What follows belongs to an exercise in optimizing a design on an open flow for small area and a short achievable clock period; a production flow would make more cautious choices. Only simulation tests tie the RTL to the original design; equivalence was not proved. Power is estimated from default activity; no workload was simulated. The flow treats the clock pin as an ideal source, which a real chip does not have.

## flow/flow/run.sh

```bash
#!/bin/bash
# Standard layout with a few ORFS knobs changed:
#  - ports are buffered with plain buffers (not delay cells), and timing repair may resize
#    across cell footprints, so input/output buffers on critical paths can be upsized;
#  - the floorplan-stage repair loop is skipped (the netlist has no ABC buffers to remove);
#  - CTS does not add dummy loads and clusters up to 30 sinks within 80 um per leaf buffer.
# The make output goes to std_flow.log here; each ORFS step logs under orfs/logs/.
set -euo pipefail
bash standard.sh \
  REMOVE_ABC_BUFFERS=1 \
  MATCH_CELL_FOOTPRINT=0 \
  "BUFFER_PORTS_ARGS=-buffer_cell sky130_fd_sc_hd__buf_2" \
  "CTS_ARGS=-sink_clustering_enable -repair_clock_nets -dont_use_dummy_load -sink_clustering_size 30 -sink_clustering_max_diameter 80" \
  finish > std_flow.log 2>&1
```

## flow/standard.sh

```bash
#!/bin/bash
# synth_recipe.tcl (not shown) runs the flow's synth.tcl, then flattens the netlist and writes it again
# the make line also repeats each setting of config.mk as NAME=value (left out here)
make -C /OpenROAD-flow-scripts/flow DESIGN_CONFIG=/design/flow/config.mk WORK_HOME=/design/flow/orfs CLKGATE_MAP_FILE= SYNTH_SCRIPT=/design/flow/synth_recipe.tcl "${@:-finish}"
```

## flow/config.mk

```make
export PLATFORM = sky130hd
export DESIGN_NAME = mem_wb_stage
export DESIGN_NICKNAME = mem_wb_stage
export VERILOG_FILES = /design/flow/design.v
export SDC_FILE = /design/flow/constraint.sdc
export NUM_CORES = 4
export LEC_CHECK = 0
export CAP_MARGIN = 20
export CORE_MARGIN = 2
export CORE_UTILIZATION = 50
export PLACE_DENSITY = 0.7
export SETUP_SLACK_MARGIN = 1.9
export SLEW_MARGIN = 20
export SYNTH_HIERARCHICAL = 1
export TNS_END_PERCENT = 5
```

## flow/constraint.sdc

```tcl
create_clock -name core_clock -period 4.0 [get_ports {clk}]
set_input_delay 0.8000 -clock core_clock [delete_from_list [all_inputs] [get_ports {clk}]]
set_output_delay 0.8000 -clock core_clock [all_outputs]
set_load 0.01 [all_outputs]
```

## flow/design.v

```verilog
module mwb_nor2  (input logic a, b, output logic y);          assign y = ~(a | b);              endmodule
module mwb_nor3  (input logic a, b, c, output logic y);       assign y = ~(a | b | c);          endmodule
module mwb_nand2 (input logic a, b, output logic y);          assign y = ~(a & b);              endmodule
module mwb_nand3 (input logic a, b, c, output logic y);       assign y = ~(a & b & c);          endmodule
module mwb_and2  (input logic a, b, output logic y);          assign y = a & b;                 endmodule
module mwb_o22ai (input logic a1, a2, b1, b2, output logic y); assign y = ~((a1 | a2) & (b1 | b2)); endmodule
module mwb_o31ai (input logic a1, a2, a3, b1, output logic y); assign y = ~((a1 | a2 | a3) & b1); endmodule
module mwb_a222oi (input logic a1, a2, b1, b2, c1, c2, output logic y);
    assign y = ~((a1 & a2) | (b1 & b2) | (c1 & c2));
endmodule
module mwb_a32o  (input logic a1, a2, a3, b1, b2, output logic y); assign y = (a1 & a2 & a3) | (b1 & b2); endmodule
module mwb_dec3 (input logic [2:0] a, output logic [7:0] y);
    for (genvar i = 0; i < 8; i++) begin : g_y
        assign y[i] = (a == 3'(i));
    end
endmodule
module mwb_ctl (
    input  logic addr_ok,              
    input  logic mem_read_in, mem_write_in, mem_to_reg_in, reg_write_in,
    input  logic stall, reset, init,
    input  logic rw_q, fault_q,
    output logic sel_rd_n, sel_wd, sel_alu, hold,
    output logic rw_d, fault_d
);
    logic run, upd, fault, store_ok;
    assign run      = !reset && !init;
    assign upd      = run && !stall;
    assign hold     = run && stall;
    assign fault    = (mem_read_in | mem_write_in) && !addr_ok;
    assign store_ok = mem_write_in && addr_ok;
    assign sel_rd_n = !(upd && mem_to_reg_in && !fault && !store_ok);
    assign sel_wd   = upd && mem_to_reg_in && !fault && store_ok;
    assign sel_alu  = upd && !mem_to_reg_in;
    assign rw_d     = hold ? rw_q : (upd && reg_write_in && !(fault && mem_read_in));
    assign fault_d  = hold ? fault_q : (upd && fault);
endmodule
module mem_wb_stage #(
    parameter int ADDR_W = 6,
    parameter int DATA_W = 32
) (
    input  logic              clk,
    input  logic              reset,
    input  logic              stall,
    input  logic [DATA_W-1:0] alu_result_in,
    input  logic [DATA_W-1:0] write_data_in,
    input  logic [4:0]        write_reg_in,
    input  logic              mem_read_in,
    input  logic              mem_write_in,
    input  logic              mem_to_reg_in,
    input  logic              reg_write_in,
    output logic [DATA_W-1:0] wb_data_out,
    output logic [4:0]        wb_reg_out,
    output logic              wb_regwrite_out,
    output logic              mem_fault_out,
    output logic              init_busy_out
);
    localparam int DEPTH = 1 << ADDR_W;
    logic                init_q;
    logic                busy_q;       
    logic [3:0]          wen_q;        
    logic [ADDR_W-1:0]   clr_ptr_q;
    logic [DATA_W-1:0]   ram_q [DEPTH];
    logic [DATA_W-1:0]   wb_data_q;
    logic [4:0]          wb_reg_q;
    logic                wb_regwrite_q;
    logic                mem_fault_q;
    logic [26:0] zbits;
    logic [8:0]  nz;       
    logic [2:0]  nzg_n;    
    logic        addr_ok;
    assign zbits = {1'b0, alu_result_in[31:8], alu_result_in[1:0]};
    for (genvar k = 0; k < 9; k++) begin : g_nz
        mwb_nor3 u_nor (.a(zbits[3*k]), .b(zbits[3*k+1]), .c(zbits[3*k+2]), .y(nz[k]));
    end
    for (genvar k = 0; k < 3; k++) begin : g_nzg
        mwb_nand3 u_nand (.a(nz[3*k]), .b(nz[3*k+1]), .c(nz[3*k+2]), .y(nzg_n[k]));
    end
    mwb_nor3 u_ok (.a(nzg_n[0]), .b(nzg_n[1]), .c(nzg_n[2]), .y(addr_ok));
    logic [7:0] lo, hi, plo, phi, rlo, rhi;
    mwb_dec3 u_dlo (.a(alu_result_in[4:2]), .y(lo));
    mwb_dec3 u_dhi (.a(alu_result_in[7:5]), .y(hi));
    mwb_dec3 u_rlo (.a(alu_result_in[4:2]), .y(rlo));
    mwb_dec3 u_rhi (.a(alu_result_in[7:5]), .y(rhi));
    mwb_dec3 u_plo (.a(clr_ptr_q[2:0]),     .y(plo));
    mwb_dec3 u_phi (.a(clr_ptr_q[5:3]),     .y(phi));
    logic       st, fill;
    logic [7:0] sthi, fillhi;
    logic [DEPTH-1:0] wsel;
    logic [DATA_W-1:0] wdata;
    assign st   = mem_write_in && !stall && !reset && !init_q;
    assign fill = init_q && !reset;
    for (genvar j = 0; j < 8; j++) begin : g_wdec
        mwb_and2 u_sthi (.a(st),   .b(hi[j]),  .y(sthi[j]));
        mwb_and2 u_fill (.a(fill), .b(phi[j]), .y(fillhi[j]));
    end
    for (genvar b = 0; b < DATA_W; b++) begin : g_wdata
        assign wdata[b] = write_data_in[b] & wen_q[b / 8];
    end
    logic [DEPTH-1:0] rsel_n [2];
    for (genvar w = 0; w < DEPTH; w++) begin : g_word
        mwb_a32o  u_wsel (.a1(addr_ok), .a2(sthi[w / 8]), .a3(lo[w % 8]),
                          .b1(fillhi[w / 8]), .b2(plo[w % 8]), .y(wsel[w]));
        mwb_nand2 u_rsel0 (.a(rhi[w / 8]), .b(rlo[w % 8]), .y(rsel_n[0][w]));
        mwb_nand2 u_rsel1 (.a(rhi[w / 8]), .b(rlo[w % 8]), .y(rsel_n[1][w]));
        always_ff @(posedge clk) begin
            if (wsel[w]) ram_q[w] <= wdata;
        end
    end
    logic sel_rd_n, sel_wd, sel_alu, hold, rw_d, fault_d;
    mwb_ctl u_ctl (
        .addr_ok(addr_ok),
        .mem_read_in(mem_read_in), .mem_write_in(mem_write_in),
        .mem_to_reg_in(mem_to_reg_in), .reg_write_in(reg_write_in),
        .stall(stall), .reset(reset), .init(init_q),
        .rw_q(wb_regwrite_q), .fault_q(mem_fault_q),
        .sel_rd_n(sel_rd_n), .sel_wd(sel_wd), .sel_alu(sel_alu), .hold(hold),
        .rw_d(rw_d), .fault_d(fault_d)
    );
    logic [DATA_W-1:0] wb_data_d;
    for (genvar b = 0; b < DATA_W; b++) begin : g_bit
        logic [31:0] y;    
        logic [15:0] u;    
        logic [7:0]  t;    
        logic [3:0]  s;    
        logic [1:0]  v;    
        logic        other_n;
        for (genvar p = 0; p < 32; p++) begin : g_p
            mwb_o22ai u_o (.a1(ram_q[2*p][b]), .a2(rsel_n[b / 16][2*p]),
                           .b1(ram_q[2*p+1][b]), .b2(rsel_n[b / 16][2*p+1]), .y(y[p]));
        end
        for (genvar q = 0; q < 16; q++) begin : g_u
            mwb_nor2 u_n (.a(y[2*q]), .b(y[2*q+1]), .y(u[q]));
        end
        for (genvar q = 0; q < 8; q++) begin : g_t
            mwb_nand2 u_n (.a(u[2*q]), .b(u[2*q+1]), .y(t[q]));
        end
        for (genvar q = 0; q < 4; q++) begin : g_s
            mwb_nor2 u_n (.a(t[2*q]), .b(t[2*q+1]), .y(s[q]));
        end
        for (genvar q = 0; q < 2; q++) begin : g_v
            mwb_nand2 u_n (.a(s[2*q]), .b(s[2*q+1]), .y(v[q]));
        end
        mwb_a222oi u_oth (.a1(sel_wd), .a2(write_data_in[b]), .b1(sel_alu), .b2(alu_result_in[b]),
                          .c1(hold), .c2(wb_data_q[b]), .y(other_n));
        mwb_o31ai u_wb (.a1(v[0]), .a2(v[1]), .a3(sel_rd_n), .b1(other_n), .y(wb_data_d[b]));
    end
    always_ff @(posedge clk) begin
        if (reset) begin
            init_q    <= 1'b1;
            clr_ptr_q <= '0;
        end else if (init_q) begin
            clr_ptr_q <= clr_ptr_q + ADDR_W'(1);
            if (&clr_ptr_q) init_q <= 1'b0;
        end
    end
    for (genvar k = 0; k < 4; k++) begin : g_wen
        always_ff @(posedge clk) begin
            if (reset) begin
                wen_q[k] <= 1'b0;
            end else begin
                wen_q[k] <= wen_q[k] | (init_q & (&clr_ptr_q));
            end
        end
    end
    always_ff @(posedge clk) begin
        if (reset) begin
            busy_q <= 1'b1;
        end else if (busy_q && (&clr_ptr_q)) begin
            busy_q <= 1'b0;
        end
    end
    always_ff @(posedge clk) begin
        wb_data_q     <= wb_data_d;
        wb_regwrite_q <= rw_d;
        mem_fault_q   <= fault_d;
        if (reset || init_q) begin
            wb_reg_q <= '0;
        end else if (!stall) begin
            wb_reg_q <= write_reg_in;
        end
    end
    assign wb_data_out     = wb_data_q;
    assign wb_reg_out      = wb_reg_q;
    assign wb_regwrite_out = wb_regwrite_q;
    assign mem_fault_out   = mem_fault_q;
    assign init_busy_out   = busy_q;
endmodule
```

==> results.json, run 1 <==
{
  "clock_skew_ns": 0.0923,
  "wl_per_cell_um": 32.8,
  "ys_warn_count": 10,
  "grt_pass1_wl_um": 317000,
  "start_util": 0.504,
  "crit_path_cell_trace": "and2_2 -> buf_4",
  "path_delay_family": "simple AND/OR/NAND/NOR gates",
  "peakVddDrop_mv": 0.313,
  "cts_tree": "done",
  "worst_pin_slew_ns": 1.29,
  "coreArea_um2": 150000,
  "io_pins": 116,
  "critPathLaunchType": "flop",
  "fin_crit_sh": 0.579,
  "synth_area_leader_cell": "edfxtp_1",
  "vias": 47900,
  "grt_pass1_vias": 43800,
  "dpl.hpwl_um": 137000,
  "clockPowerShare": 0.284,
  "first_iter_violations": 8739,
  "syn_inst": 4512,
  "io_buffers": 115,
  "fillers": 10800,
  "drv_cap": 0,
  "crit_slowest_cell": "and2_2",
  "root_buffer": "clkbuf_16",
  "hold_class": "in -> reg",
  "vias_per_cell": 6.72,
  "power.density_nw_per_um2": 397,
  "rsz0062_at_grt": "yes",
  "leakagePower_nw": 32.1,
  "max_freq_ghz": 0.431,
  "synth_area_leaders": "edfxtp_1, o22ai_1, nor2_1",
  "grt_max_degree": 65,
  "critPathMaxStageDelay_ns": 0.79,
  "cts_hold_buf": 0,
  "cp.buffers_inverters": 1,
  "swShare": 0.203,
  "total_power_mw": 35.1,
  "finalMaxSlewViolations": 0,
  "antenna_found_initial": 4,
  "cp_max_fo": 33,
  "yosysUniqueCellTypes": 39,
  "hold_viol": 0,
  "layout-drive-gt1-share": 0.202,
  "synth_edf_count": 2048,
  "max-clock-path-buffers": 3,
  "area_growth_pct": 17.0,
  "gp_congestion": 0.914,
  "crit_path_end_kind": "flop",
  "worstSetupPathType": "reg -> reg",
  "synth_ff_type": "edfxtp_1",
  "relSlewSlack": 0.143,
  "critPathRequiredTime_ns": 4.45,
  "die_w_um": 393,
  "postRouteAntennaNets": 0,
  "clk_pin_slew_worst_paths_ns": 0.11,
  "drc_errors": 0,
  "tns_ns": 0,
  "cellInternalPower_mw": 28.0,
  "synth_most_common_cell": "edfxtp_1",
  "synth_top_area_frac": 0.814,
  "setup_viol": 0,
  "ys_ff_latch": 2099,
  "p_switching_mw": 7.10,
  "die-area_um2": 154000,
  "rows": 142,
  "ys_top_cells_by_count": "edfxtp_1, o22ai_1, nor2_1",
  "crit_arrival_ns": 2.77,
  "grtUsageTotal": 0.290,
  "p_comb_frac": 0.037,
  "avgSynthCellArea_um2": 16.7,
  "status": "no timing/DRC/antenna violations",
  "cts.sinks": 2099,
  "ys_seq_area_frac": 0.827,
  "async_flop_share": 0,
  "die_h_um": 393,
  "finalCriticalPeriod_ns": 2.32,
  "clkLatencyLatePin_ns": 0.73,
  "routed_wl_um": 234000,
  "htreeDepth": 3,
  "final.setup.worst_slack_ns": 1.68,
  "syn_area_um2": 75600,
  "nNetsFinal": 5193,
  "drt_pass1_iterations": 8,
  "seqPwrFrac": 0.679,
  "pre_cts_ws_ns": -0.114,
  "numCtsBuffers": 84,
  "grt-ovfl-total": 0
}
==> routing by layer <==
metal	vias to the layer above	track usage	wire (µm)
met5	-	0	17
met4	2	0.141	14000
met3	631	0.0649	33400
met2	3821	0.439	105000
met1	24000	0.400	81000
li1	19500	-	-
==> what timing repair did <==
action / in CTS / in global routing
pin swaps: 59 / 20
setup buffers: 50 / 11
cloned: 34 / 38
setup endpoints to repair: 2230 / 2327
gates resized for setup: 577 / 29
==> state kept, by name, indices dropped and copies added (netlist names) <==
| signal | cells |
|---|---|
| wen_q | 4 |
| wb_reg_q | 5 |
| wb_data_q | 32 |
| wb_regwrite_q | 1 |
| ram_q | 2048 |
| mem_fault_q | 1 |
| clr_ptr_q | 6 |
| busy_q | 1 |
| init_q | 1 |
==> power by group through the flow <==
stage | sequential, mW | clock [mW] | combinational [mW]
3_3_place_gp | 24.3 | 0 | 0.986
4_1_cts | 23.8 | 9.96 | 1.21
2_1_floorplan | 24.3 | 0 | 0.401
5_1_grt | 23.8 | 10.6 | 1.30
6_report | 23.8 | 9.95 | 1.28
3_5_place_dp | 24.3 | 0 | 0.992
==> layout by cell type, fill, tap and decap left out, types with 6 or more instances in the layout <==
cell / count
nor2_4: 47
buf_6: 46
nor3_2: 8
and2_2: 31
and3b_4: 6
nand2_4: 69
and2_1: 7
o22ai_1: 1024
buf_8: 28
nor2_1: 554
nand2_1: 316
nor3b_1: 12
nor2_2: 54
buf_4: 186
dfxtp_1: 43
o31ai_2: 31
and3b_2: 14
and2_4: 10
nand2_2: 59
a32o_1: 12
a32o_2: 49
a222oi_1: 32
buf_2: 88
edfxtp_1: 2048
dfxtp_2: 6
buf_16: 7
nand2_8: 7
mux2i_1: 6
nor3b_4: 6
buf_12: 101
clkbuf_16: 147
==> worst paths after layout <==
path / from / slack, ns / to / cells past startpoint
min: write_reg_in[4] / 0.33 / wb_reg_q[4]$_SDFFE_PP0N_ / 3
max reg2reg: wen_q[0]$_SDFF_PP0_ / 1.68 / ram_q[39][3]$_DFFE_PP_ / 2
max: wen_q[0]$_SDFF_PP0_ / 1.68 / ram_q[39][3]$_DFFE_PP_ / 2
min reg2reg: mem_fault_q$_DFF_P_ / 0.50 / mem_fault_q$_DFF_P_ / 2
==> cell families after synthesis <==
logic type | count (synthesis) | synth area share
buf+inv | 8 | 0.000447
other cells | 1 | 0.0000496
mux | 6 | 0.000795
fa+ha+maj | 1 | 0.000166
compound gates | 1161 | 0.104
flops | 2099 | 0.827
xor+xnor | 4 | 0.000464
simple gates | 1232 | 0.0672
==> cell type report <==
type	instances	area, µm²	area share
Antenna cell	4	10.0	0.000113
Tap cell	2016	2520	0.0285
Sequential cell	2099	62500	0.707
Timing Repair Buffer	519	6570	0.0743
Clock buffer	84	2100	0.0238
Multi-Input combinational cell	2408	14700	0.166
Inverter	4	15.0	0.000170
==> worst register-to-register path: cells and delay by family, from the launching register on <==
kind | cells | cell delay, ns
simple gates | 1 | 0.80
flops | 1 | 0.68
buf+inv | 1 | 0.53
==> per-module statistics from Yosys (local to each module, per instance) <==
module | flops+latches | area [µm²] | cells
mem_wb_stage | 2099 | 63000 | 2182
mwb_ctl | 0 | 91.3 | 13
mwb_dec3 | 0 | 65.1 | 8
mwb_o31ai | 0 | 12.5 | 1
mwb_a222oi | 0 | 10.0 | 1
mwb_a32o | 0 | 10.0 | 1
mwb_nor3 | 0 | 10.0 | 1
mwb_and2 | 0 | 6.26 | 1
mwb_o22ai | 0 | 6.26 | 1
mwb_nand3 | 0 | 5.00 | 1
mwb_nand2 | 0 | 3.75 | 1
mwb_nor2 | 0 | 3.75 | 1
==> metrics by stage <==
stage	util	std cells	cell area, µm²	hold WS (ns)
after floorplan	-	4508	75600	0.471
after global placement	0.545	6913	81700	0.466
after detailed placement	0.545	6913	81700	0.478
after CTS	0.581	7081	87200	0.293
after global routing	0.589	7130	88400	0.343
final	0.590	7134	88400	0.327
==> run 2, diff against run 1 <==
==> flow/config.mk (replaced) <==
export PLATFORM = sky130hd
export DESIGN_NAME = mem_wb_stage
export DESIGN_NICKNAME = mem_wb_stage
export VERILOG_FILES = /design/flow/design.v
export SDC_FILE = /design/flow/constraint.sdc
export NUM_CORES = 4
export LEC_CHECK = 0
export CAP_MARGIN = 10
export CORE_MARGIN = 2
export CORE_UTILIZATION = 50
export PLACE_DENSITY = 0.7
export SETUP_SLACK_MARGIN = 2.0
export SLEW_MARGIN = 10
export SYNTH_HIERARCHICAL = 1
export TNS_END_PERCENT = 10
==> results.json, run 2 <==
{
  "dpl.hpwl_um": 138000,
  "cellInternalPower_mw": 28.0,
  "finalCriticalPeriod_ns": 2.39,
  "cts_tree": "done",
  "critPathMaxStageDelay_ns": 0.84,
  "leakagePower_nw": 32.8,
  "max_freq_ghz": 0.419,
  "ys_top_cells_by_count": "edfxtp_1, o22ai_1, nor2_1",
  "antenna_found_initial": 3,
  "async_flop_share": 0,
  "cts.sinks": 2099,
  "whs_path_depth": 3,
  "clock_skew_ns": 0.117,
  "postRouteAntennaNets": 0,
  "yosysUniqueCellTypes": 39,
  "hold_viol": 0,
  "hold_slack_ns": 0.309,
  "cp.buffers_inverters": 1,
  "gp_congestion": 0.914,
  "cp_max_fo": 33,
  "p_comb_frac": 0.040,
  "vias_per_cell": 6.77,
  "antennaDiodeCount": 0,
  "cp.depth": 2,
  "avgSynthCellArea_um2": 16.7,
  "cts_hold_buf": 0,
  "wl_per_cell_um": 33.5,
  "ys_ff_latch": 2099,
  "p_switching_mw": 7.12,
  "ys_seq_area_frac": 0.827,
  "final_common_cell": "edfxtp_1",
  "syn_area_um2": 75600,
  "final_util": 0.603,
  "setup_viol": 0,
  "total_power_mw": 35.1,
  "layout_common_cells": "edfxtp_1, o22ai_1, nor2_1, nand2_1, buf_4",
  "final.setup.worst_slack_ns": 1.61,
  "routed_wl_um": 241000,
  "synth_area_leader_cell": "edfxtp_1",
  "seqPwrFrac": 0.679,
  "critPathLaunchType": "flop",
  "worstSetupPathType": "reg -> reg",
  "finalMaxSlewViolations": 0,
  "die_w_um": 393,
  "drv_cap": 0,
  "first_iter_violations": 8843,
  "clkLatencyLatePin_ns": 0.77,
  "grt_max_degree": 65,
  "htreeDepth": 3,
  "drc_errors": 0,
  "peakVddDrop_mv": 0.345,
  "synth_most_common_cell": "edfxtp_1",
  "layout-drive-gt1-share": 0.228,
  "grt_pass1_vias": 44500,
  "nNetsFinal": 5264,
  "largest_reg_flops": 2048,
  "reg_top3": "ram_q x2048, wb_data_q x32, clr_ptr_q x6",
  "path_delay_family": "simple AND/OR/NAND/NOR gates",
  "status": "no timing/DRC/antenna violations",
  "swShare": 0.203,
  "synth_edf_count": 2048,
  "vias": 48700,
  "power.density_nw_per_um2": 388,
  "rr_worst_depth": 2,
  "synth_area_leaders": "edfxtp_1, o22ai_1, nor2_1",
  "r2r_setup_slack_ns": 1.61,
  "grtUsageTotal": 0.298,
  "drt_pass1_iterations": 9,
  "io_pins": 116,
  "die_h_um": 393,
  "clk_pin_slew_worst_paths_ns": 0.12,
  "clockPowerShare": 0.282,
  "crit_arrival_ns": 2.83,
  "numCtsBuffers": 83,
  "coreArea_um2": 150000,
  "crit_slowest_cell": "and2_2",
  "crit_path_end_kind": "flop",
  "root_buffer": "clkbuf_16",
  "die-area_um2": 154000,
  "start_util": 0.504,
  "io_buffers": 115,
  "relSlewSlack": 0.131,
  "synth_top_area_frac": 0.814,
  "hold_class": "in -> reg",
  "rows": 142,
  "ys_warn_count": 10,
  "pre_cts_ws_ns": -0.103,
  "grt_pass1_wl_um": 325000,
  "syn_inst": 4512,
  "synth_ff_type": "edfxtp_1",
  "grt-ovfl-total": 0,
  "rsz0062_at_grt": "yes",
  "worst_pin_slew_ns": 1.30,
  "fin_crit_sh": 0.597,
  "regMostFlops": "ram_q",
  "area_growth_pct": 19.6,
  "max-clock-path-buffers": 3,
  "critPathRequiredTime_ns": 4.44,
  "crit_path_cell_trace": "and2_2 -> buf_4"
}
run 2: cell counts after synthesis:
No cell type changed its count.
run 2: worst paths after layout:
path,startpoint,to
min reg2reg,busy_q$_SDFFE_PP1P_,busy_q$_SDFFE_PP1P_
max,wen_q[0]$_SDFF_PP0_,ram_q[54][4]$_DFFE_PP_
min,write_reg_in[4],wb_reg_q[4]$_SDFFE_PP0N_
max reg2reg,wen_q[0]$_SDFF_PP0_,ram_q[54][4]$_DFFE_PP_
run 2: area by class of cell:
type                            count  area (µm²)
Inverter                            4        15.0
Multi-Input combinational cell   2408       15300
Fill cell                       10500       59600
Tap cell                         2016        2520
Timing Repair Buffer              591        7950
Clock buffer                       83        2080
Sequential cell                  2099       62500
run 2: cell families after synthesis:
logic type               Yosys count  share of synthesized area
adder cells (fa/ha/maj)            1                   0.000166
AO/OA/AOI/OAI                   1161                      0.104
multiplexers                       6                   0.000795
flip-flops                      2099                      0.827
buffers and inverters              8                   0.000447
XOR/XNOR                           4                   0.000464
other                              1                  0.0000496
AND/OR/NAND/NOR                 1232                     0.0672
run 2: power groups by stage:
| stage | clock network [mW] | logic (mW) | registers (mW) |
|---|---|---|---|
| CTS | 9.88 | 1.29 | 23.8 |
| global route | 10.5 | 1.40 | 23.8 |
| finish | 9.88 | 1.39 | 23.8 |
| global placement | 0 | 0.986 | 24.3 |
| detailed placement | 0 | 0.991 | 24.3 |
| floorplan | 0 | 0.401 | 24.3 |
run 2: metrics by stage:
stage	TNS, ns	cell area (µm²)	cells
final	0	90400	7201
after global placement	-0.197	81700	6913
after CTS	0	88900	7141
after floorplan	-1022.61	75600	4508
after global routing	0	90400	7201
after detailed placement	-0.235	81700	6913
run 2: routing by layer:
layer / vias to the layer above / wire length (µm) / track usage
met3: 664 / 35500 / 0.0666
met5: - / 0 / 0
met1: 24400 / 82600 / 0.407
met2: 4079 / 108000 / 0.455
met4: 0 / 15700 / 0.146
li1: 19600 / - / -
run 2: worst register-to-register path: stages (launching register included):
cell and delay (ns):
dfxtp_1 0.67, and2_2 0.84, buf_4 0.54
run 2: timing repair:
item,in CTS,in global routing
pin swaps,153,30
setup buffers,86,12
setup endpoints to repair,2506,2768
gates resized for setup,750,50
endpoints found under the hold margin,0,0
gates cloned,59,48
run 2: Yosys stat by module (local to each module, per instance):
module | times used | area (µm²) | flip-flops and latches | cells inside
mwb_nor3 | 10 | 10.0 | 0 | 1
mwb_nand2 | 448 | 3.75 | 0 | 1
mwb_and2 | 16 | 6.26 | 0 | 1
mwb_nor2 | 640 | 3.75 | 0 | 1
mwb_ctl | 1 | 91.3 | 0 | 13
mwb_a32o | 64 | 10.0 | 0 | 1
mwb_o31ai | 32 | 12.5 | 0 | 1
mem_wb_stage | 1 | 63000 | 2099 | 2182
mwb_nand3 | 3 | 5.00 | 0 | 1
mwb_dec3 | 6 | 65.1 | 0 | 8
mwb_a222oi | 32 | 10.0 | 0 | 1
mwb_o22ai | 1024 | 6.26 | 0 | 1
==> run 3, diff against run 2 <==
--- a/flow/design.v
+++ b/flow/design.v
@@ -57,7 +57,7 @@
     localparam int DEPTH = 1 << ADDR_W;
     logic                init_q;
     logic                busy_q;       
-    logic [3:0]          wen_q;        
+    logic [7:0]          wen_q;        
     logic [ADDR_W-1:0]   clr_ptr_q;
     logic [DATA_W-1:0]   ram_q [DEPTH];
     logic [DATA_W-1:0]   wb_data_q;
@@ -86,15 +86,16 @@
     logic       st, fill;
     logic [7:0] sthi, fillhi;
     logic [DEPTH-1:0] wsel;
-    logic [DATA_W-1:0] wdata;
     assign st   = mem_write_in && !stall && !reset && !init_q;
     assign fill = init_q && !reset;
     for (genvar j = 0; j < 8; j++) begin : g_wdec
         mwb_and2 u_sthi (.a(st),   .b(hi[j]),  .y(sthi[j]));
         mwb_and2 u_fill (.a(fill), .b(phi[j]), .y(fillhi[j]));
     end
+    logic [DATA_W-1:0] wdata_h [2];
     for (genvar b = 0; b < DATA_W; b++) begin : g_wdata
-        assign wdata[b] = write_data_in[b] & wen_q[b / 8];
+        assign wdata_h[0][b] = write_data_in[b] & wen_q[b / 8];
+        assign wdata_h[1][b] = write_data_in[b] & wen_q[4 + b / 8];
     end
     logic [DEPTH-1:0] rsel_n [2];
     for (genvar w = 0; w < DEPTH; w++) begin : g_word
@@ -103,7 +104,7 @@
         mwb_nand2 u_rsel0 (.a(rhi[w / 8]), .b(rlo[w % 8]), .y(rsel_n[0][w]));
         mwb_nand2 u_rsel1 (.a(rhi[w / 8]), .b(rlo[w % 8]), .y(rsel_n[1][w]));
         always_ff @(posedge clk) begin
-            if (wsel[w]) ram_q[w] <= wdata;
+            if (wsel[w]) ram_q[w] <= wdata_h[w / 32];
         end
     end
     logic sel_rd_n, sel_wd, sel_alu, hold, rw_d, fault_d;
@@ -153,7 +154,7 @@
             if (&clr_ptr_q) init_q <= 1'b0;
         end
     end
-    for (genvar k = 0; k < 4; k++) begin : g_wen
+    for (genvar k = 0; k < 8; k++) begin : g_wen
         always_ff @(posedge clk) begin
             if (reset) begin
                 wen_q[k] <= 1'b0;
==> flow/config.mk (replaced) <==
export PLATFORM = sky130hd
export DESIGN_NAME = mem_wb_stage
export DESIGN_NICKNAME = mem_wb_stage
export VERILOG_FILES = /design/flow/design.v
export SDC_FILE = /design/flow/constraint.sdc
export NUM_CORES = 4
export LEC_CHECK = 0
export CAP_MARGIN = 20
export CORE_MARGIN = 2
export CORE_UTILIZATION = 50
export PLACE_DENSITY = 0.7
export SETUP_SLACK_MARGIN = 1.9
export SLEW_MARGIN = 20
export SYNTH_HIERARCHICAL = 1
export TNS_END_PERCENT = 5
==> results.json, run 3 <==
{
  "status": "no timing/DRC/antenna violations",
  "pre_cts_ws_ns": 0.404,
  "drc_errors": 0,
  "cp-startpoint": "alu_result_in[11]",
  "cts.sinks": 2103,
  "synthXorXnorAreaFrac": 0.000462,
  "max-clock-path-buffers": 3,
  "nNetsFinal": 5205,
  "drv_cap": 0,
  "ys_top_cells_by_count": "edfxtp_1, o22ai_1, nor2_1",
  "leakagePower_nw": 31.2,
  "grt_max_degree": 33,
  "grtUsageTotal": 0.271,
  "regMostFlops": "ram_q",
  "first_iter_violations": 7619,
  "use_met1": 0.383,
  "crit_arrival_ns": 2.94,
  "grt_pass1_wl_um": 304000,
  "gp_congestion": 0.899,
  "grt_pass1_vias": 43300,
  "critPathMaxStageDelay_ns": 0.79,
  "avgSynthCellArea_um2": 16.7,
  "start_util": 0.505,
  "yosysUniqueCellTypes": 40,
  "r2r-start": "init_q$_SDFF_PP1_",
  "synth_area_leader_cell": "edfxtp_1",
  "synth_ff_type": "edfxtp_1",
  "ys_ff_latch": 2103,
  "largest_reg_flops": 2048,
  "numCtsBuffers": 84,
  "reg_top3": "ram_q x2048, wb_data_q x32, wen_q x8",
  "use_met2": 0.425,
  "grtUsageMet3": 0.0609,
  "cts_tree": "done",
  "synth_area_leaders": "edfxtp_1, o22ai_1, nor2_1",
  "io_pins": 116,
  "rr_worst_depth": 6,
  "hold_viol": 0,
  "die_h_um": 394,
  "async_flop_share": 0,
  "vias": 46300,
  "synth_top_family_by_area": "compound AO/OA/AOI/OAI gates",
  "critPathRequiredTime_ns": 4.56,
  "crit_slowest_cell": "a222oi_1",
  "peakVddDrop_mv": 0.336,
  "max_freq_ghz": 0.421,
  "antenna_found_initial": 6,
  "min_from": "write_reg_in[0]",
  "clk_pin_slew_worst_paths_ns": 0.11,
  "hold_class": "in -> reg",
  "cp.buffers_inverters": 4,
  "clkLatencyLatePin_ns": 0.75,
  "hold_slack_ns": 0.313,
  "path_delay_family": "compound AO/OA/AOI/OAI gates",
  "setup_viol": 0,
  "final_common_cell": "edfxtp_1",
  "worstSetupPathType": "in -> reg",
  "area_growth_pct": 14.6,
  "final.setup.worst_slack_ns": 1.62,
  "crit_path_end_kind": "flop",
  "htreeDepth": 3,
  "ys_warn_count": 12,
  "die_w_um": 394,
  "min_to": "wb_reg_q[0]$_SDFFE_PP0N_",
  "power.density_nw_per_um2": 401,
  "layout_common_cells": "edfxtp_1, o22ai_1, nor2_1, nand2_1, buf_4",
  "relSlewSlack": 0.357,
  "crit_path_cell_trace": "buf_2 -> nor3_4 -> nand3_4 -> buf_6 -> nor3_4 -> buf_12 -> and4_2 -> buf_12 -> a222oi_1 -> o31ai_4",
  "die-area_um2": 155000,
  "synth_most_common_cell": "edfxtp_1",
  "grt-ovfl-total": 0,
  "ys_seq_area_frac": 0.825,
  "wl_per_cell_um": 30.5,
  "drt_pass1_iterations": 6,
  "worst_pin_slew_ns": 0.965,
  "dpl.hpwl_um": 133000,
  "root_buffer": "clkbuf_16",
  "routed_wl_um": 218000,
  "synthSimpleGateAreaFrac": 0.0696,
  "coreArea_um2": 150000,
  "layout-drive-gt1-share": 0.168,
  "top_usage_layer": "met2",
  "rsz0062_at_grt": "yes",
  "critPathLaunchType": "input port",
  "cp_max_fo": 20,
  "r2r_setup_slack_ns": 1.67,
  "rows": 142,
  "finalCriticalPeriod_ns": 2.38,
  "postRouteAntennaNets": 0,
  "synth_top_area_frac": 0.810,
  "r2r-end": "wb_data_q[9]$_DFF_P_",
  "synth_compound_area_frac": 0.103,
  "synth_edf_count": 2048,
  "whs_path_depth": 3,
  "syn_inst": 4558,
  "finalMaxSlewViolations": 0,
  "clock_skew_ns": 0.0684,
  "io_buffers": 115,
  "fin_crit_sh": 0.594,
  "antennaDiodeCount": 0,
  "synth.mux.area_fraction": 0.000791,
  "syn_area_um2": 75900,
  "vias_per_cell": 6.48,
  "yosys.area_share.adder": 0.000165
}
-- run 3: cell count changes after synthesis --
cell / before / now
buf_6: 0 / 2
buf_1: 1 / 2
inv_1: 4 / 8
buf_2: 0 / 2
clkbuf_1: 2 / 0
a21oi_1: 5 / 9
buf_4: 1 / 0
and2_1: 48 / 80
nor3b_1: 21 / 20
nor3b_2: 0 / 1
dfxtp_1: 51 / 55
-- run 3: where the power goes --
group / leakage [nW] / internal [mW] / switching (mW)
clock: 1.04 / 3.79 / 6.13
combinational: 9.48 / 0.324 / 0.770
sequential: 20.7 / 23.8 / 0.0234
-- run 3: how the worst max path moves through the flow --
stage / endpoint / slack (ns) / cells after the start
after global routing: wb_data_q[9]$_DFF_P_ / 1.67 / 10
after floorplan: wb_data_q[0]$_DFF_P_ / -1.07 / 6
after global placement: wb_data_q[20]$_DFF_P_ / 0.44 / 9
final: wb_data_q[9]$_DFF_P_ / 1.62 / 10
after CTS: wb_data_q[19]$_DFF_P_ / 1.74 / 10
after detailed placement: wb_data_q[20]$_DFF_P_ / 0.40 / 9
-- run 3: metal layers --
layer	vias to the layer above	wire length (µm)
met1	23100	79400
li1	19600	-
met3	393	30000
met5	-	0
met4	0	7240
met2	3154	101000
-- run 3: repair_timing --
action                     4_1_cts  5_1_grt
resized for setup              154       96
pin swaps                       21       13
gates cloned                    21        8
hold buffers                     0        0
buffers inserted                25        5
setup endpoints to repair     2164     2109
-- run 3: final cells by class --
class                      instances  area [µm²]
fill                           11200       63300
clock buffer                      84        2100
tap                             2016        2520
sequential                      2103       62600
inverter                           8        30.0
multi-input combinational       2447       14100
timing repair buffer             484        5570
-- run 3: per-module statistics from Yosys, one instance, submodules excluded --
module | cells inside | area (µm²) | times used | flops+latches
mwb_nand2 | 1 | 3.75 | 448 | 0
mwb_a32o | 1 | 10.0 | 64 | 0
mwb_o31ai | 1 | 12.5 | 32 | 0
mwb_nor2 | 1 | 3.75 | 640 | 0
mwb_a222oi | 1 | 10.0 | 32 | 0
mem_wb_stage | 2228 | 63400 | 1 | 2103
mwb_o22ai | 1 | 6.26 | 1024 | 0
mwb_dec3 | 8 | 65.1 | 6 | 0
mwb_nand3 | 1 | 5.00 | 3 | 0
mwb_nor3 | 1 | 10.0 | 10 | 0
mwb_ctl | 13 | 91.3 | 1 | 0
mwb_and2 | 1 | 6.26 | 16 | 0
-- run 3: cells by family after synthesis --
group,count (synthesis)
other cells,1
flops,2103
buf+inv,14
fa+ha+maj,1
compound gates,1165
mux,6
xor+xnor,4
simple gates,1264
-- run 3: worst register-to-register path: cells and delay by family, from the launching register on --
kind                   cells  cell delay (ns)
AO/OA/AOI/OAI              2             0.96
flip-flops                 1             0.46
buffers and inverters      2             0.38
AND/OR/NAND/NOR            2             0.37
-- run 3: metrics by stage --
stage / TNS [ns] / std cells / total power [mW] / util / area [µm²]
after CTS: 0 / 7129 / 34.9 / 0.575 / 86400
after floorplan: -1022.61 / 4552 / 24.8 / - / 75900
after global placement: 0 / 6999 / 25.3 / 0.552 / 83000
after detailed placement: 0 / 6999 / 25.3 / 0.553 / 83100
final: 0 / 7142 / 34.9 / 0.579 / 87000
after global routing: 0 / 7142 / 35.6 / 0.579 / 87000
==> run 4, diff against run 3 <==
--- a/flow/config.mk
+++ b/flow/config.mk
@@ -7,8 +7,8 @@
 export LEC_CHECK = 0
 export CAP_MARGIN = 20
 export CORE_MARGIN = 2
-export CORE_UTILIZATION = 50
-export PLACE_DENSITY = 0.7
+export CORE_UTILIZATION = 56
+export PLACE_DENSITY = 0.75
 export SETUP_SLACK_MARGIN = 1.9
 export SLEW_MARGIN = 20
 export SYNTH_HIERARCHICAL = 1
==> results.json, run 4 <==
{
  "clock_skew_ns": 0.0883,
  "grt_pass1_wl_um": 319000,
  "fin_cells": 6909,
  "hold_slack_ns": 0.308,
  "synth_edf_count": 2048,
  "grtUsageTotal": 0.329,
  "worstSetupPathType": "in -> reg",
  "placed_cells": 6681,
  "ys_seq_area_frac": 0.825,
  "grtUsageMet3": 0.110,
  "start_util": 0.562,
  "antenna_found_initial": 18,
  "r2r_setup_slack_ns": 1.76,
  "layout_common_cells": "edfxtp_1, o22ai_1, nor2_1, nand2_1, buf_4",
  "cts_tree": "done",
  "root_buffer": "clkbuf_16",
  "drv_cap": 0,
  "cp_max_fo": 16,
  "rr_worst_depth": 7,
  "grt_max_degree": 33,
  "setup_viol": 0,
  "cts.sinks": 2103,
  "crit_path_end_kind": "flop",
  "reg_top3": "ram_q x2048, wb_data_q x32, wen_q x8",
  "io_pins": 116,
  "clkLatencyLatePin_ns": 0.75,
  "hold_class": "in -> reg",
  "syn_area_um2": 75900,
  "coreArea_um2": 135000,
  "critPathRequiredTime_ns": 4.59,
  "cts_hold_buf": 0,
  "swShare": 0.205,
  "synth_most_common_cell": "edfxtp_1",
  "layout-drive-gt1-share": 0.220,
  "fin_crit_sh": 0.574,
  "yosysUniqueCellTypes": 40,
  "worst_pin_slew_ns": 1.07,
  "cp-startpoint": "alu_result_in[7]",
  "gp_congestion": 1.04,
  "synth_ff_type": "edfxtp_1",
  "pre_cts_ws_ns": 0.137,
  "status": "no timing/DRC/antenna violations",
  "final_util": 0.654,
  "numCtsBuffers": 84,
  "hold_viol": 0,
  "use_met1": 0.434,
  "clockPowerShare": 0.284,
  "rsz0062_at_grt": "yes",
  "ys_warn_count": 12,
  "htreeDepth": 3,
  "postRouteAntennaNets": 0,
  "tns_ns": 0,
  "grt-ovfl-total": 0,
  "io_buffers": 115,
  "die-area_um2": 139000,
  "crit_arrival_ns": 2.89,
  "relSlewSlack": 0.284,
  "synth_area_leaders": "edfxtp_1, o22ai_1, nor2_1",
  "vias_per_cell": 7.01,
  "ys_ff_latch": 2103,
  "seqPwrFrac": 0.676,
  "final.setup.worst_slack_ns": 1.70,
  "critPathLaunchType": "input port",
  "clk_pin_slew_worst_paths_ns": 0.11,
  "vias": 48400,
  "cellInternalPower_mw": 28.0,
  "largest_reg_flops": 2048,
  "finalMaxSlewViolations": 0,
  "final_common_cell": "edfxtp_1",
  "max_freq_ghz": 0.435,
  "area_growth_pct": 16.4,
  "wl_per_cell_um": 34.5,
  "peakVddDrop_mv": 0.379,
  "power.density_nw_per_um2": 399,
  "ys_top_cells_by_count": "edfxtp_1, o22ai_1, nor2_1",
  "die_h_um": 372,
  "max-clock-path-buffers": 3,
  "r2r-start": "init_q$_SDFF_PP1_",
  "p_switching_mw": 7.22,
  "p_comb_frac": 0.040,
  "avgSynthCellArea_um2": 16.7,
  "rows": 135,
  "use_met2": 0.488,
  "finalCriticalPeriod_ns": 2.30,
  "top_usage_layer": "met2",
  "async_flop_share": 0,
  "routed_wl_um": 238000,
  "drt_pass1_iterations": 15,
  "syn_inst": 4558,
  "nNetsFinal": 5203,
  "r2r-end": "ram_q[23][28]$_DFFE_PP_",
  "leakagePower_nw": 32.4,
  "dpl.hpwl_um": 145000,
  "die_w_um": 372,
  "fillers": 8591,
  "first_iter_violations": 10100,
  "synth_top_area_frac": 0.810,
  "regMostFlops": "ram_q",
  "grt_pass1_vias": 44400,
  "crit_end": "wb_data_q[12]$_DFF_P_",
  "drc_errors": 0,
  "synth_area_leader_cell": "edfxtp_1"
}
==> run 4: worst max-delay path, stage by stage <==
cell and delay [ns]:
buf_12 0.14, buf_4 0.17, nor3b_4 0.36, clkbuf_16 0.28
nand2_4 0.16, o22ai_1 0.33, nor2_1 0.09, nand2_1 0.09
nor2_2 0.06, buf_4 0.14, nand2_2 0.13, o31ai_2 0.08
==> run 4: worst min path at each step <==
stage                             startpoint                  endpoint  cells past startpoint
floorplan                wen_q[0]$_SDFF_PP0_       wen_q[0]$_SDFF_PP0_                      2
global placement    wb_reg_q[4]$_SDFFE_PP0N_  wb_reg_q[4]$_SDFFE_PP0N_                      2
detailed placement  wb_reg_q[0]$_SDFFE_PP0N_  wb_reg_q[0]$_SDFFE_PP0N_                      2
CTS                          write_reg_in[0]  wb_reg_q[0]$_SDFFE_PP0N_                      3
global route                alu_result_in[0]      wb_data_q[0]$_DFF_P_                      3
finish                      alu_result_in[0]      wb_data_q[0]$_DFF_P_                      3
==> run 4: kinds of logic after synthesis <==
group	Yosys count	share of synthesized area
DFF	2103	0.825
and+or+nand+nor	1264	0.0696
AOI/OAI and AO/OA	1165	0.103
buffers and inverters	14	0.000923
muxes	6	0.000791
xor gates and xnor gates	4	0.000462
adders and majority gates	1	0.000165
other	1	0.0000494
==> run 4: Yosys stat by module (local to each module, per instance), a selection <==
module,flops+latches,cells
mwb_nor3,0,1
mwb_nand3,0,1
mwb_o31ai,0,1
mwb_nand2,0,1
mwb_a222oi,0,1
mwb_and2,0,1
mwb_ctl,0,13
mwb_dec3,0,8
mwb_nor2,0,1
mwb_o22ai,0,1
mwb_a32o,0,1
==> run 4: layout make-up <==
| class | instances | area (µm²) | share of cell area |
|---|---|---|---|
| diodes | 4 | 10.0 | 0.000113 |
| clock buffers | 84 | 2100 | 0.0238 |
| inverters | 8 | 30.0 | 0.000340 |
| multi-input cells | 2446 | 15300 | 0.173 |
| flip-flops and latches | 2103 | 62600 | 0.709 |
| well taps | 1781 | 2230 | 0.0252 |
| repair buffers | 483 | 6020 | 0.0682 |
==> run 4: what timing repair did <==
| action | CTS | global route |
|---|---|---|
| endpoints found under the setup margin | 2112 | 1890 |
| cloned | 18 | 40 |
| pin swaps | 42 | 82 |
| gates resized for setup | 480 | 294 |
| buffers inserted | 44 | 37 |
==> run 4: per-layer routing <==
layer / share of wire / vias to the layer above
met2: 0.44 / 4149
met5: 0.00087 / -
met1: 0.33 / 24000
met3: 0.16 / 742
met4: 0.066 / 14
li1: - / 19600
==> run 4: stage by stage <==
| step | total power [mW] | cell area (µm²) |
|---|---|---|
| after floorplan | 24.8 | 75900 |
| after global placement | 25.4 | 81600 |
| after detailed placement | 25.4 | 81600 |
| after CTS | 35.0 | 86000 |
| after global routing | 35.9 | 88300 |
| final | 35.3 | 88300 |
==> run 4: power groups by stage <==
stage / Clock (mW) / Sequential (mW) / Combinational (mW)
after floorplan: 0 / 24.4 / 0.401
after global placement: 0 / 24.4 / 1.01
after detailed placement: 0 / 24.4 / 1.02
after CTS: 9.94 / 23.9 / 1.19
after global routing: 10.6 / 23.9 / 1.40
final: 10.0 / 23.9 / 1.41
==> run 5, diff against run 4 <==
--- a/flow/config.mk
+++ b/flow/config.mk
@@ -7,8 +7,8 @@
 export LEC_CHECK = 0
 export CAP_MARGIN = 20
 export CORE_MARGIN = 2
-export CORE_UTILIZATION = 56
-export PLACE_DENSITY = 0.75
+export CORE_UTILIZATION = 62
+export PLACE_DENSITY = 0.8
 export SETUP_SLACK_MARGIN = 1.9
 export SLEW_MARGIN = 20
 export SYNTH_HIERARCHICAL = 1
==> results.json, run 5 <==
{
  "rows": 128,
  "area_growth_pct": 14.2,
  "clkLatencyLatePin_ns": 0.75,
  "ys_warn_count": 12,
  "synth_area_leader_cell": "edfxtp_1",
  "htreeDepth": 3,
  "crit_arrival_ns": 2.99,
  "cp_max_fo": 8,
  "reg_top3": "ram_q x2048, wb_data_q x32, wen_q x8",
  "yosysUniqueCellTypes": 40,
  "critPathRequiredTime_ns": 4.63,
  "final_util": 0.712,
  "syn_area_um2": 75900,
  "crit_slowest_cell": "nor3_4",
  "rsz0062_at_grt": "yes",
  "io_pins": 116,
  "synth_ff_type": "edfxtp_1",
  "vias_per_cell": 7.25,
  "crit_path_cell_trace": "buf_6 -> nor3_4 -> nand3_4 -> nor3_4 -> buf_12 -> buf_12 -> buf_8 -> nand2b_4 -> nand4b_1 -> buf_6 -> clkbuf_16 -> o31ai_2",
  "layout-drive-gt1-share": 0.187,
  "fillers": 7003,
  "peakVddDrop_mv": 0.395,
  "regArea_um2": 62600,
  "critPathLaunchType": "input port",
  "synth_most_common_cell": "edfxtp_1",
  "worst_pin_slew_ns": 1.16,
  "grtUsageTotal": 0.343,
  "max-clock-path-buffers": 3,
  "relSlewSlack": 0.229,
  "layout_common_cells": "edfxtp_1, o22ai_1, nor2_1, nand2_1, buf_4",
  "routed_wl_um": 227000,
  "grt_pass1_wl_um": 310000,
  "ys_top_cells_by_count": "edfxtp_1, o22ai_1, nor2_1",
  "wl_per_cell_um": 33.7,
  "power.density_nw_per_um2": 403,
  "worstSetupPathType": "in -> reg",
  "grt_max_degree": 33,
  "synth_area_leaders": "edfxtp_1, o22ai_1, nor2_1",
  "cts_tree": "done",
  "start_util": 0.624,
  "async_flop_share": 0,
  "numCtsBuffers": 84,
  "die_h_um": 354,
  "coreArea_um2": 122000,
  "hold_viol": 0,
  "drt_pass1_iterations": 10,
  "critPathMaxStageDelay_ns": 0.35,
  "vias": 48900,
  "grt_pass1_vias": 45300,
  "finalCriticalPeriod_ns": 2.35,
  "regMostFlops": "ram_q",
  "fin_crit_sh": 0.588,
  "cts.sinks": 2103,
  "synth_top_area_frac": 0.810,
  "ys_ff_latch": 2103,
  "ys_seq_area_frac": 0.825,
  "clock_skew_ns": 0.0953,
  "final_common_cell": "edfxtp_1",
  "nNetsFinal": 5193,
  "avgSynthCellArea_um2": 16.7,
  "design_area_um2": 86700,
  "max_freq_ghz": 0.425,
  "setup_viol": 0,
  "status": "no timing/DRC/antenna violations",
  "die-area_um2": 125000,
  "tns_ns": 0,
  "die_w_um": 354,
  "syn_inst": 4558,
  "synth_edf_count": 2048,
  "path_delay_family": "simple AND/OR/NAND/NOR gates",
  "grt-ovfl-total": 0,
  "multi_input_area_um2": 14800,
  "clk_pin_slew_worst_paths_ns": 0.11,
  "root_buffer": "clkbuf_16",
  "first_iter_violations": 9987,
  "finalMaxSlewViolations": 0,
  "largest_reg_flops": 2048,
  "hold_class": "in -> reg",
  "place_area_um2": 80900,
  "drv_cap": 0,
  "dpl.hpwl_um": 134000,
  "crit_path_end_kind": "flop",
  "gp_congestion": 0.918,
  "postRouteAntennaNets": 0,
  "io_buffers": 115,
  "drc_errors": 0,
  "leakagePower_nw": 31.9,
  "antenna_found_initial": 11,
  "cp.buffers_inverters": 6
}
[run 5: cell types whose count changed in the layout (fill, tap and decap cells not counted), sizes merged]
cell	change
nand2	-1
clkbuf	-16
buf	+7
[run 5: path summary, 6_finish.rpt]
check | from | end | slack [ns] | cells past startpoint
setup / recovery | alu_result_in[11] | wb_data_q[30]$_DFF_P_ | 1.65 | 12
hold / removal | alu_result_in[29] | wb_data_q[29]$_DFF_P_ | 0.31 | 3
setup reg to reg | init_q$_SDFF_PP1_ | ram_q[54][19]$_DFFE_PP_ | 1.66 | 7
hold reg to reg | wb_data_q[11]$_DFF_P_ | wb_data_q[11]$_DFF_P_ | 0.51 | 2
[run 5: power breakdown]
group / switching (mW) / internal (mW) / leakage, nW
combinational: 0.857 / 0.343 / 10.1
sequential: 0.0264 / 23.8 / 20.7
clock: 6.13 / 3.79 / 1.04
total: 7.01 / 28.0 / 31.9
[run 5: layout make-up]
class / instances / share of cell area
well taps: 1625 / 0.0235
diodes: 4 / 0.000115
flip-flops and latches: 2103 / 0.722
clock buffers: 84 / 0.0242
repair buffers: 474 / 0.0588
inverters: 8 / 0.000346
multi-input cells: 2445 / 0.171
[run 5: modules after synthesis (local to each module, per instance)]
module / copies in the design / cells / cell area, µm² / flops+latches
mwb_and2: 16 / 1 / 6.26 / 0
mwb_nand3: 3 / 1 / 5.00 / 0
mwb_nor2: 640 / 1 / 3.75 / 0
mwb_o31ai: 32 / 1 / 12.5 / 0
mwb_a32o: 64 / 1 / 10.0 / 0
mwb_dec3: 6 / 8 / 65.1 / 0
mwb_a222oi: 32 / 1 / 10.0 / 0
mwb_o22ai: 1024 / 1 / 6.26 / 0
mwb_ctl: 1 / 13 / 91.3 / 0
mem_wb_stage: 1 / 2228 / 63400 / 2103
mwb_nor3: 10 / 1 / 10.0 / 0
mwb_nand2: 448 / 1 / 3.75 / 0
[run 5: metal layers]
layer	global-route usage	up-vias	part of all wire
met5	0	-	0.00035
met4	0.157	12	0.060
met3	0.0964	806	0.17
met2	0.523	4696	0.45
met1	0.468	23900	0.32
li1	-	19500	-
[run 5: worst register-to-register path: stages, from the launching register on]
cell     delay (ns)
dfxtp_2        0.35
buf_8          0.14
or2_4          0.26
nor3b_4        0.20
buf_6          0.17
and2_4         0.21
a32o_2         0.36
buf_6          0.29
[run 5: cells by family after synthesis]
kind of cell	Yosys count	share of synthesized area
xor gates and xnor gates	4	0.000462
AOI/OAI and AO/OA	1165	0.103
and+or+nand+nor	1264	0.0696
buffers and inverters	14	0.000923
adders and majority gates	1	0.000165
other	1	0.0000494
muxes	6	0.000791
DFF	2103	0.825
[run 5: through the flow]
| step | total power [mW] | setup WS, ns | std cells | hold WS, ns |
|---|---|---|---|---|
| 6_report | 35.0 | 1.65 | 6743 | 0.311 |
| 2_1_floorplan | 24.8 | -1.07 | 4552 | 0.471 |
| 4_1_cts | 34.7 | 1.79 | 6692 | 0.295 |
| 3_5_place_dp | 25.3 | 0.317 | 6547 | 0.483 |
| 5_1_grt | 35.5 | 1.60 | 6741 | 0.319 |
| 3_3_place_gp | 25.3 | 0.350 | 6545 | 0.474 |
[run 5: repair_timing]
action                                  in CTS  in global routing
gates cloned                                18                 15
pin swaps                                   22                 27
gates resized for setup                    459                150
hold buffers                                 0                  0
endpoints found under the setup margin    2096               2084
hold endpoints to repair                     0                  0
setup buffers                               43                 32
==> run 6, diff against run 5 <==
==> flow/flow/run.sh (replaced) <==
#!/bin/bash
# Standard layout with a few ORFS knobs changed:
#  - ports are buffered with plain buffers (not delay cells), and timing repair may resize
#    across cell footprints, so input/output buffers on critical paths can be upsized;
#  - the floorplan-stage repair loop is skipped (the netlist has no ABC buffers to remove);
#  - CTS does not add dummy loads and clusters up to 25 sinks within 70 um per leaf buffer.
# The make output goes to std_flow.log here; each ORFS step logs under orfs/logs/.
set -euo pipefail
bash standard.sh \
  REMOVE_ABC_BUFFERS=1 \
  MATCH_CELL_FOOTPRINT=0 \
  "BUFFER_PORTS_ARGS=-buffer_cell sky130_fd_sc_hd__buf_2" \
  "CTS_ARGS=-sink_clustering_enable -repair_clock_nets -dont_use_dummy_load -sink_clustering_size 25 -sink_clustering_max_diameter 70" \
  finish > std_flow.log 2>&1
--- a/flow/config.mk
+++ b/flow/config.mk
@@ -7,8 +7,8 @@
 export LEC_CHECK = 0
 export CAP_MARGIN = 20
 export CORE_MARGIN = 2
-export CORE_UTILIZATION = 62
-export PLACE_DENSITY = 0.8
+export CORE_UTILIZATION = 56
+export PLACE_DENSITY = 0.75
 export SETUP_SLACK_MARGIN = 1.9
 export SLEW_MARGIN = 20
 export SYNTH_HIERARCHICAL = 1
==> results.json, run 6 <==
{
  "status": "no timing/DRC/antenna violations",
  "use_met1": 0.434,
  "seqPwrFrac": 0.657,
  "cellInternalPower_mw": 28.9,
  "crit_end": "wb_data_q[5]$_DFF_P_",
  "io_pins": 116,
  "drt_pass1_iterations": 10,
  "peakVddDrop_mv": 0.541,
  "grt_max_degree": 33,
  "gp_congestion": 1.04,
  "yosys.area_share.adder": 0.000165,
  "rsz0062_at_grt": "yes",
  "fin_crit_sh": 0.566,
  "layout_common_cells": "edfxtp_1, o22ai_1, nor2_1, nand2_1, buf_4",
  "yosysUniqueCellTypes": 40,
  "synth_ff_type": "edfxtp_1",
  "hold_slack_ns": 0.281,
  "clock_skew_ns": 0.137,
  "antenna_found_initial": 15,
  "setup_viol": 0,
  "hold_viol": 0,
  "synth_compound_area_frac": 0.103,
  "syn_area_um2": 75900,
  "clk_pin_slew_worst_paths_ns": 0.10,
  "total_power_mw": 36.3,
  "nNetsFinal": 5217,
  "dpl.hpwl_um": 145000,
  "routed_wl_um": 238000,
  "synth_area_leader_cell": "edfxtp_1",
  "fillers": 8566,
  "leakagePower_nw": 32.5,
  "worstSetupPathType": "in -> reg",
  "io_buffers": 115,
  "top_usage_layer": "met2",
  "regMostFlops": "ram_q",
  "ys_ff_latch": 2103,
  "synth_top_area_frac": 0.810,
  "crit_arrival_ns": 2.85,
  "drc_errors": 0,
  "ys_top_cells_by_count": "edfxtp_1, o22ai_1, nor2_1",
  "die_h_um": 372,
  "ys_seq_area_frac": 0.825,
  "grt_pass1_wl_um": 317000,
  "drv_cap": 0,
  "design_area_um2": 88600,
  "synthXorXnorAreaFrac": 0.000462,
  "coreArea_um2": 135000,
  "vias": 48400,
  "critPathLaunchType": "input port",
  "r2r-end": "init_q$_SDFF_PP1_",
  "first_iter_violations": 10100,
  "syn_inst": 4558,
  "cts.sinks": 2103,
  "wl_per_cell_um": 34.4,
  "final_common_cell": "edfxtp_1",
  "placed_cells": 6681,
  "async_flop_share": 0,
  "grtUsageTotal": 0.327,
  "r2r_setup_slack_ns": 1.74,
  "relSlewSlack": 0.256,
  "grtUsageMet3": 0.109,
  "root_buffer": "clkbuf_16",
  "power.density_nw_per_um2": 410,
  "critPathMaxStageDelay_ns": 0.84,
  "fin_cells": 6926,
  "clkLatencyLatePin_ns": 0.81,
  "rr_worst_depth": 3,
  "regArea_um2": 62700,
  "numCtsBuffers": 105,
  "area_growth_pct": 16.7,
  "grt-ovfl-total": 0,
  "critPathRequiredTime_ns": 4.59,
  "die_w_um": 372,
  "final_util": 0.656,
  "clockPowerShare": 0.304,
  "synth_most_common_cell": "edfxtp_1",
  "cp_max_fo": 4,
  "postRouteAntennaNets": 0,
  "vias_per_cell": 6.99,
  "ys_warn_count": 12,
  "crit_path_cell_trace": "buf_4 -> nor3_2 -> nand3_2 -> nor3_4 -> buf_12 -> and4_4 -> buf_12 -> buf_12 -> a222oi_1 -> o31ai_2",
  "reg_top3": "ram_q x2048, wb_data_q x32, wen_q x8",
  "finalCriticalPeriod_ns": 2.26,
  "rows": 135,
  "crit_path_end_kind": "flop",
  "htreeDepth": 3,
  "hold_class": "in -> reg",
  "r2r-start": "clr_ptr_q[0]$_SDFFE_PP0P_",
  "synth_top_family_by_area": "compound AO/OA/AOI/OAI gates",
  "grt_pass1_vias": 44600,
  "max_freq_ghz": 0.442,
  "p_switching_mw": 7.39,
  "cts_tree": "done",
  "synth_area_leaders": "edfxtp_1, o22ai_1, nor2_1",
  "multi_input_area_um2": 15200,
  "worst_pin_slew_ns": 1.11,
  "finalMaxSlewViolations": 0,
  "synth.mux.area_fraction": 0.000791,
  "p_comb_frac": 0.039,
  "synth_edf_count": 2048,
  "largest_reg_flops": 2048,
  "start_util": 0.562,
  "synthSimpleGateAreaFrac": 0.0696,
  "layout-drive-gt1-share": 0.218,
  "cts_hold_buf": 0,
  "place_area_um2": 81600,
  "cp-startpoint": "alu_result_in[24]",
  "max-clock-path-buffers": 3,
  "avgSynthCellArea_um2": 16.7,
  "use_met2": 0.479,
  "crit_slowest_cell": "a222oi_1",
  "cpMostUsedCell": "buf_12",
  "die-area_um2": 139000,
  "swShare": 0.204
}
[run 6: cell counts after synthesis]
Identical to the previous run, type by type.
[run 6: Yosys stat by module, one instance, submodules excluded]
module	cells inside	times used	flops+latches	cell area (µm²)
mwb_nor2	1	640	0	3.75
mwb_nand3	1	3	0	5.00
mwb_dec3	8	6	0	65.1
mwb_o22ai	1	1024	0	6.26
mwb_a32o	1	64	0	10.0
mem_wb_stage	2228	1	2103	63400
mwb_nor3	1	10	0	10.0
mwb_ctl	13	1	0	91.3
mwb_and2	1	16	0	6.26
mwb_o31ai	1	32	0	12.5
mwb_nand2	1	448	0	3.75
mwb_a222oi	1	32	0	10.0
[run 6: worst max-delay path, delay by kind of cell]
| kind | cells | cell delay (ns) |
|---|---|---|
| buffers and inverters | 4 | 0.57 |
| AOI/OAI and AO/OA | 2 | 1.00 |
| and+or+nand+nor | 4 | 0.47 |
[run 6: metrics by stage]
step / setup TNS, ns / setup slack [ns]
2_1_floorplan: -1022.61 / -1.07
3_3_place_gp: 0 / 0.231
3_5_place_dp: 0 / 0.137
4_1_cts: 0 / 1.81
5_1_grt: 0 / 1.79
6_report: 0 / 1.74
[run 6: final cells by class]
cell class / count / share of cell area
multi-input combinational: 2446 / 0.171
tap: 1781 / 0.0252
sequential: 2103 / 0.708
inverter: 8 / 0.000339
clock buffer: 105 / 0.0297
antenna: 7 / 0.000198
timing repair buffer: 476 / 0.0657
[run 6: logic make-up (layout without fill, tap and decap cells)]
group           after synthesis  count (layout)
simple gates               1264            1269
mux                           6               6
other cells                   1               8
compound gates             1165            1165
flops                      2103            2103
buf+inv                      14             589
fa+ha+maj                     1               1
xor+xnor                      4               4
[run 6: repair_timing]
item | 4_1_cts | 5_1_grt
endpoints found under the setup margin | 2115 | 1350
pin swaps | 26 | 65
buffers inserted | 41 | 42
resized for setup | 425 | 300
cloned | 12 | 37
[run 6: how the worst min path moves through the flow]
stage | slack [ns] | start | end | cells past startpoint
finish | 0.28 | alu_result_in[29] | wb_data_q[29]$_DFF_P_ | 3
detailed placement | 0.49 | wb_reg_q[0]$_SDFFE_PP0N_ | wb_reg_q[0]$_SDFFE_PP0N_ | 2
global route | 0.28 | alu_result_in[29] | wb_data_q[29]$_DFF_P_ | 3
CTS | 0.25 | write_reg_in[0] | wb_reg_q[0]$_SDFFE_PP0N_ | 3
floorplan | 0.47 | wen_q[0]$_SDFF_PP0_ | wen_q[0]$_SDFF_PP0_ | 2
global placement | 0.47 | wb_reg_q[4]$_SDFFE_PP0N_ | wb_reg_q[4]$_SDFFE_PP0N_ | 2
[run 6: routing by layer]
layer	part of all wire	wire (µm)	vias to the layer above
li1	-	-	19600
met1	0.33	78200	23900
met2	0.44	105000	4163
met3	0.16	38300	760
met4	0.071	16800	4
met5	0.00010	25	-
[run 6: power groups by stage]
stage	sequential (mW)	combinational [mW]	clock (mW)
2_1_floorplan	24.4	0.401	0
3_5_place_dp	24.4	1.02	0
6_report	23.8	1.40	11.0
4_1_cts	23.8	1.15	11.0
3_3_place_gp	24.4	1.01	0
5_1_grt	23.9	1.39	11.7

-- port drivers added, routing unchanged --
No port has a modelled driver above. Below, the same layouts with a new extraction and two added sets of constraints.
Step 1: set_driving_cell puts a clkbuf_16 on clk and a buf_2 on each other input, an assumption about the parent block.
Step 2 adds t to the input delays and takes it off the output delays; t is the mean of the earliest and latest rising clock arrival at the registers after step 1. Input paths then give back, and output paths get back, about the clock's delay inside the block.
Slacks: ideal ports / drivers / drivers and shift; pairs: ideal ports / drivers.
run | shift t [ns] | setup slack, ns | hold slack, ns
run 1 | 0.787 | 1.682 / 1.670 / 0.894 | 0.327 / 0.265 / 0.496
run 2 | 0.794 | 1.611 / 1.611 / 0.858 | 0.309 / 0.251 / 0.507
run 3 | 0.791 | 1.624 / 1.633 / 0.872 | 0.313 / 0.258 / 0.498
run 4 | 0.784 | 1.704 / 1.656 / 0.872 | 0.308 / 0.260 / 0.512
run 5 | 0.774 | 1.647 / 1.616 / 0.842 | 0.311 / 0.281 / 0.513
run 6 | 0.815 | 1.736 / 1.555 / 0.740 | 0.281 / 0.235 / 0.503
After both steps every run listed still meets setup and hold. The setup slack of run 6, which loses most, moves by -0.181 ns with the drivers and by -0.996 ns with both steps.
